Context: an optimization exercise on an open-source flow, tuned for small area and a short achievable clock period. The choices shown serve that exercise and are no tape-out recipe.
The RTL was checked by simulation tests, not by an equivalence proof against the original design.
No activity file was given, so power comes from the tool's default toggle rates.

==> run E <==
// pipeCore
module pipeCore (
    input  logic            clk,
    input  logic            rstN,
    input  logic            instValid,
    input  logic [31:0]     inst,
    output logic            wbValid,
    output logic [4:0]      wbRd,
    output logic [31:0]     wbData
);
    logic        fWb, fSt, fMem, fArith, fSub, fAnd, fOrr, fEor, fImm;
    logic [4:0]  fRd, fUA, fUB;        
    logic [11:0] fIm;                  
    logic [30:0] fSelAV, fSelBV;
    logic        eWb, eSt, eMem, eArith, eSub, eAnd, eOrr, eEor;
    logic [4:0]  eRd;
    logic [8:0]  eOff;
    logic [31:0] eA, eB;
    logic        mWb;
    logic [4:0]  mRd;
    logic [31:0] mRes;
    logic [63:0] mSel, mHold;
    logic        wbV;
    logic [4:0]  wbR;
    logic [31:0] wbD;
    logic isArith, isSub, isAnd, isOrr, isEor, isImm, isLd, isSt;
    logic        known;
    logic [4:0]  rn, rb;
    logic [30:0] writtenNext;
    logic [30:0] selAV, selBV;
    logic        uninitA, uninitB;
    instDecoder uDecoder (
        .inst    (inst),
        .isArith (isArith),
        .isSub   (isSub),
        .isAnd   (isAnd),
        .isOrr   (isOrr),
        .isEor   (isEor),
        .isImm   (isImm),
        .isLd    (isLd),
        .isSt    (isSt)
    );
    assign known = isArith | isAnd | isOrr | isEor | isLd | isSt;
    assign rn    = inst[9:5];
    assign rb    = isSt ? inst[4:0] : inst[20:16];    
    always_comb begin
        uninitA = 1'b0;
        uninitB = 1'b0;
        for (int i = 0; i < 31; i++) begin
            selAV[i] = (rn == 5'(i)) & writtenNext[i];
            selBV[i] = (rb == 5'(i)) & ~isImm & writtenNext[i];
            uninitA  = uninitA | ((rn == 5'(i)) & ~writtenNext[i]);
            uninitB  = uninitB | ((rb == 5'(i)) & ~writtenNext[i]);
        end
        uninitB = uninitB & ~isImm;
    end
    always_ff @(posedge clk) begin
        fWb      <= rstN & instValid & known & ~isSt & (inst[4:0] != 5'd31);
        fSt      <= rstN & instValid & isSt;
        fMem     <= isLd | isSt;
        fArith   <= isArith;
        fSub     <= isSub;
        fAnd     <= isAnd;
  ...
==> module pipeCore, before the edit <==
module pipeCore (
    input  logic            clk,
    input  logic            rstN,
    input  logic            instValid,
    input  logic [31:0]     inst,
    output logic            wbValid,
    output logic [4:0]      wbRd,
    output logic [31:0]     wbData
);
    logic        fWb, fSt, fMem, fArith, fSub, fAnd, fOrr, fEor, fImm;
    logic [4:0]  fRd, fUA, fUB;        
    logic [11:0] fIm;                  
    logic [30:0] fSelAV, fSelBV;
    logic        eWb, eSt, eMem, eArith, eSub, eAnd, eOrr, eEor;
    logic [4:0]  eRd;
    logic [8:0]  eOff;
    logic [31:0] eA, eB;
    logic        mWb;
    logic [4:0]  mRd;
    logic [31:0] mRes;
    logic [63:0] mSel, mHold;
    logic        wbV;
    logic [4:0]  wbR;
    logic [31:0] wbD;
    logic isArith, isSub, isAnd, isOrr, isEor, isImm, isLd, isSt;
    logic        known;
    logic [4:0]  rn, rb;
    logic [30:0] writtenNext;
    logic [30:0] selAV, selBV;
    logic        uninitA, uninitB;
    instDecoder uDecoder (
        .inst    (inst),
        .isArith (isArith),
        .isSub   (isSub),
        .isAnd   (isAnd),
        .isOrr   (isOrr),
        .isEor   (isEor),
        .isImm   (isImm),
        .isLd    (isLd),
        .isSt    (isSt)
    );
    assign known = isArith | isAnd | isOrr | isEor | isLd | isSt;
    assign rn    = inst[9:5];
    assign rb    = isSt ? inst[4:0] : inst[20:16];    
    always_comb begin
        uninitA = 1'b0;
        uninitB = 1'b0;
        for (int i = 0; i < 31; i++) begin
            selAV[i] = (rn == 5'(i)) & writtenNext[i];
            selBV[i] = (rb == 5'(i)) & ~isImm & writtenNext[i];
            uninitA  = uninitA | ((rn == 5'(i)) & ~writtenNext[i]);
            uninitB  = uninitB | ((rb == 5'(i)) & ~writtenNext[i]);
        end
        uninitB = uninitB & ~isImm;
    end
    always_ff @(posedge clk) begin
        fWb      <= rstN & instValid & known & ~isSt & (inst[4:0] != 5'd31);
        fSt      <= rstN & instValid & isSt;
        fMem     <= isLd | isSt;
        fArith   <= isArith;
        fSub     <= isSub;
        fAnd     <= isAnd;
        fOrr     <= isOrr;
        fEor     <= isEor;
        fImm     <= isImm;
        fRd      <= inst[4:0];
        fUA      <= {5{uninitA}} & rn;
        fUB      <= {5{uninitB}} & rb;
        fIm      <= inst[21:10];
        fSelAV   <= selAV;
        fSelBV   <= selBV;
    end
    logic [31:0] rdDataA, rdDataB;
    logic [31:0] opA, opB;
    regFile uRegFile (
        .clk         (clk),
        .rstN        (rstN),
        .selAV       (fSelAV),
        .uninitIdxA  (fUA),
        .selBV       (fSelBV),
        .uninitIdxB  (fUB),
        .rdDataA     (rdDataA),
        .rdDataB     (rdDataB),
        .wrEn        (mWb),
        .wrIdx       (mRd),
        .wrData      (mData),
        .writtenNext (writtenNext)
    );
    logic [31:0] bRaw;
    assign bRaw = rdDataB | ({32{fImm}} & {20'b0, fIm});
    assign opA  = rdDataA ^ {32{fSub}};
    assign opB  = bRaw;
    always_ff @(posedge clk) begin
        if (!rstN) begin
            eWb <= 1'b0;
            eSt <= 1'b0;
        end else begin
            eWb <= fWb;
            eSt <= fSt;
        end
        eMem   <= fMem;
        eArith <= fArith;
        eSub   <= fSub;
        eAnd   <= fAnd;
        eOrr   <= fOrr;
        eEor   <= fEor;
        eRd    <= fRd;
        eOff   <= fIm[10:2];    
        eA     <= opA;
        eB     <= opB;
    end
    logic [31:0] eRes;
    logic [8:0]  eAddr;
    logic [63:0] eSel;
    execUnit uExec (
        .opA      (eA),
        .opB      (eB),
        .selArith (eArith),
        .selSub   (eSub),
        .selAnd   (eAnd),
        .selOrr   (eOrr),
        .selEor   (eEor),
        .selSt    (eSt),
        .res      (eRes)
    );
    assign eAddr = eA[8:0] + eOff;
    always_comb begin
        for (int w = 0; w < 64; w++) begin
            eSel[w] = eMem & rstN & (eAddr[8:3] == 6'(w));    
        end
    end
    always_ff @(posedge clk) begin
        if (!rstN) begin
            mWb <= 1'b0;
        end else begin
            mWb <= eWb;
        end
        mRd   <= eRd;
        mRes  <= eRes;       
        mSel  <= eSel;       
        mHold <= ~(eSel & {64{eSt}});
    end
    logic [31:0] memRd;
    logic [31:0] mData;
    dataMem uDataMem (
        .clk    (clk),
        .sel    (mSel),
        .hold   (mHold),
        .wrData (mRes),
        .rdData (memRd)
    );
    assign mData = memRd | mRes;    
    always_ff @(posedge clk) begin
        if (!rstN) begin
            wbV <= 1'b0;
        end else begin
            wbV <= mWb;
        end
        wbR <= mRd;
        wbD <= mData;
    end
    assign wbValid = wbV;
    assign wbRd    = wbR;
    assign wbData  = wbD;
endmodule
export LEC_CHECK = 0
export CAP_MARGIN = 20
export CORE_MARGIN = 2
export CORE_UTILIZATION = 40
export CTS_CLUSTER_DIAMETER = 80
export CTS_CLUSTER_SIZE = 30
export SETUP_SLACK_MARGIN = 3.3
export SLEW_MARGIN = 20
create_clock -name core_clock -period 6.0 [get_ports {clk}]
run.sh (not shown) runs the stock make flow with config.mk's settings and CLKGATE_MAP_FILE= SYNTH_SCRIPT=/design/flow/synth_recipe.tcl, a recipe that flattens the netlist after the stock synthesis.
==> run R (differences from run E) <==
--- a/flow/design.v
+++ b/flow/design.v
@@ -166,6 +166,8 @@
     logic        known;
-    logic [4:0]  rn, rb;
+    logic [4:0]  rn, rm, rd;
     logic [30:0] writtenNext;
+    logic [30:0] ohN, ohM, ohD;
+    logic        uN, uM, uD;
     logic [30:0] selAV, selBV;
-    logic        uninitA, uninitB;
+    logic [4:0]  uidxA, uidxB;
     instDecoder uDecoder (
@@ -183,16 +185,27 @@
     assign rn    = inst[9:5];
-    assign rb    = isSt ? inst[4:0] : inst[20:16];    
+    assign rm    = inst[20:16];
+    assign rd    = inst[4:0];
     always_comb begin
-        uninitA = 1'b0;
-        uninitB = 1'b0;
+        uN = 1'b0;
+        uM = 1'b0;
+        uD = 1'b0;
         for (int i = 0; i < 31; i++) begin
-            selAV[i] = (rn == 5'(i)) & writtenNext[i];
-            selBV[i] = (rb == 5'(i)) & ~isImm & writtenNext[i];
-            uninitA  = uninitA | ((rn == 5'(i)) & ~writtenNext[i]);
-            uninitB  = uninitB | ((rb == 5'(i)) & ~writtenNext[i]);
+            ohN[i] = (rn == 5'(i));
+            ohM[i] = (rm == 5'(i));
+            ohD[i] = (rd == 5'(i));
+            uN = uN | (ohN[i] & ~writtenNext[i]);
+            uM = uM | (ohM[i] & ~writtenNext[i]);
+            uD = uD | (ohD[i] & ~writtenNext[i]);
         end
-        uninitB = uninitB & ~isImm;
     end
+    assign selAV = ohN & writtenNext;
+    assign selBV = isImm ? 31'b0
+                 : isSt  ? (ohD & writtenNext)
+                 :         (ohM & writtenNext);
+    assign uidxA = {5{uN}} & rn;
+    assign uidxB = isImm ? 5'b0
+                 : isSt  ? ({5{uD}} & rd)
+                 :         ({5{uM}} & rm);
     always_ff @(posedge clk) begin
-        fWb      <= rstN & instValid & known & ~isSt & (inst[4:0] != 5'd31);
+        fWb      <= rstN & instValid & known & ~isSt & (rd != 5'd31);
         fSt      <= rstN & instValid & isSt;
@@ -205,5 +218,5 @@
         fImm     <= isImm;
-        fRd      <= inst[4:0];
-        fUA      <= {5{uninitA}} & rn;
-        fUB      <= {5{uninitB}} & rb;
+        fRd      <= rd;
+        fUA      <= uidxA;
+        fUB      <= uidxB;
         fIm      <= inst[21:10];
Settings changed: CORE_UTILIZATION 40 to 50, CTS_CLUSTER_SIZE 30 to 25, SETUP_SLACK_MARGIN 3.3 to 3.05.
==> run M (differences from run E) <==
--- a/flow/design.v
+++ b/flow/design.v
@@ -166,6 +166,8 @@
     logic        known;
-    logic [4:0]  rn, rb;
+    logic [4:0]  rn, rm, rd;
     logic [30:0] writtenNext;
+    logic [30:0] ohN, ohM, ohD;
+    logic        uN, uM, uD;
     logic [30:0] selAV, selBV;
-    logic        uninitA, uninitB;
+    logic [4:0]  uidxA, uidxB;
     instDecoder uDecoder (
@@ -183,16 +185,27 @@
     assign rn    = inst[9:5];
-    assign rb    = isSt ? inst[4:0] : inst[20:16];    
+    assign rm    = inst[20:16];
+    assign rd    = inst[4:0];
     always_comb begin
-        uninitA = 1'b0;
-        uninitB = 1'b0;
+        uN = 1'b0;
+        uM = 1'b0;
+        uD = 1'b0;
         for (int i = 0; i < 31; i++) begin
-            selAV[i] = (rn == 5'(i)) & writtenNext[i];
-            selBV[i] = (rb == 5'(i)) & ~isImm & writtenNext[i];
-            uninitA  = uninitA | ((rn == 5'(i)) & ~writtenNext[i]);
-            uninitB  = uninitB | ((rb == 5'(i)) & ~writtenNext[i]);
+            ohN[i] = (rn == 5'(i));
+            ohM[i] = (rm == 5'(i));
+            ohD[i] = (rd == 5'(i));
+            uN = uN | (ohN[i] & ~writtenNext[i]);
+            uM = uM | (ohM[i] & ~writtenNext[i]);
+            uD = uD | (ohD[i] & ~writtenNext[i]);
         end
-        uninitB = uninitB & ~isImm;
     end
+    assign selAV = ohN & writtenNext;
+    assign selBV = isImm ? 31'b0
+                 : isSt  ? (ohD & writtenNext)
+                 :         (ohM & writtenNext);
+    assign uidxA = {5{uN}} & rn;
+    assign uidxB = isImm ? 5'b0
+                 : isSt  ? ({5{uD}} & rd)
+                 :         ({5{uM}} & rm);
     always_ff @(posedge clk) begin
-        fWb      <= rstN & instValid & known & ~isSt & (inst[4:0] != 5'd31);
+        fWb      <= rstN & instValid & known & ~isSt & (rd != 5'd31);
         fSt      <= rstN & instValid & isSt;
@@ -205,5 +218,5 @@
         fImm     <= isImm;
-        fRd      <= inst[4:0];
-        fUA      <= {5{uninitA}} & rn;
-        fUB      <= {5{uninitB}} & rb;
+        fRd      <= rd;
+        fUA      <= uidxA;
+        fUB      <= uidxB;
         fIm      <= inst[21:10];
Settings changed: SETUP_SLACK_MARGIN 3.3 to 3.15.
==> flow_summary_export.csv <==
group,metric,value,unit
power,powerDensity,264,nW/µm²
outcome,outcome,"finished clean",
die,coreArea,318000,µm²
power,clockPowerShare,36.4,%
setup_path,critPathArrivalTime,3770,ps
detailed_routing,drt_first_pass_iters,17,
setup_path,crit_slowest_cell,"mux2i_1",
die,die_h,569,µm
clock_network,cts-resized-gates,466,
global_route,met1_usage,47.4,%
clock_network,cts_buffers,158,
-- figures above: run E

==> flow_summary_export.csv <==
group,metric,value,unit
detailed_routing,drt_first_pass_iters,13,
setup_path,critPathArrivalTime,3770,ps
die,nWellTaps,3366,
clock_network,cts-resized-gates,105,
setup_path,crit_slowest_cell,"nor3_1",
clock_network,cts_buffers,168,
die,die_h,510,µm
die,coreArea,254000,µm²
final_layout,fin_area,139000,µm²
outcome,outcome,"finished clean",
final_layout,multi_input_area,45000,µm²
power,clockPowerShare,36.4,%
setup_path,crit_buf_inv,1,
-- figures above: run R

==> flow_summary_export.csv <==
group,metric,value,unit
outcome,outcome,"finished clean",
sta,final.min_clock_period,3010,ps
die,die_h,569,µm
global_route,met1_usage,46.1,%
detailed_routing,drt_first_pass_iters,15,
setup_path,crit_slowest_cell,"nor3_1",
clock_network,cts_buffers,162,
die,coreArea,318000,µm²
setup_path,critPathArrivalTime,3720,ps
power,clockPowerShare,36.7,%
power,powerDensity,271,nW/µm²
-- figures above: run M

==> separate check: timing with driven ports <==
Ports are ideal in the flow. The routed layouts listed here were re-timed in OpenROAD. Step 1 (the two cells are an assumption about what drives the block):
set clk [get_ports {clk}]
set_driving_cell -lib_cell sky130_fd_sc_hd__clkbuf_16 $clk
set_driving_cell -lib_cell sky130_fd_sc_hd__buf_2 [delete_from_list [all_inputs] $clk]
Step 2 times the ports against the registers' clock, not the clock port: input delays grow and output delays shrink by t, the midpoint of the rising clock arrivals with the driver on. Three values: no drivers, after step 1, after step 2; two values: the first two.
| run | t, ns | setup WS [ns] | worst setup path at the end | latest minus earliest clock arrival (ns) | slew at the worst register clock pin (ns) |
|---|---|---|---|---|---|
| run E | 1.038 | 3.075 / 3.082 / 2.097 | input to register | 0.109 / 0.109 | 0.12 / 0.12 |
| run R | 0.974 | 2.948 / 2.948 / 2.172 | input to register | 0.050 / 0.050 | 0.11 / 0.11 |
| run M | 1.014 | 2.995 / 2.995 / 2.290 | input to register | 0.091 / 0.091 | 0.12 / 0.12 |
After both steps setup and hold are still met in every run listed. For run E, which loses most, drivers alone change the setup slack by +0.007 ns; drivers and shift together by -0.978 ns.
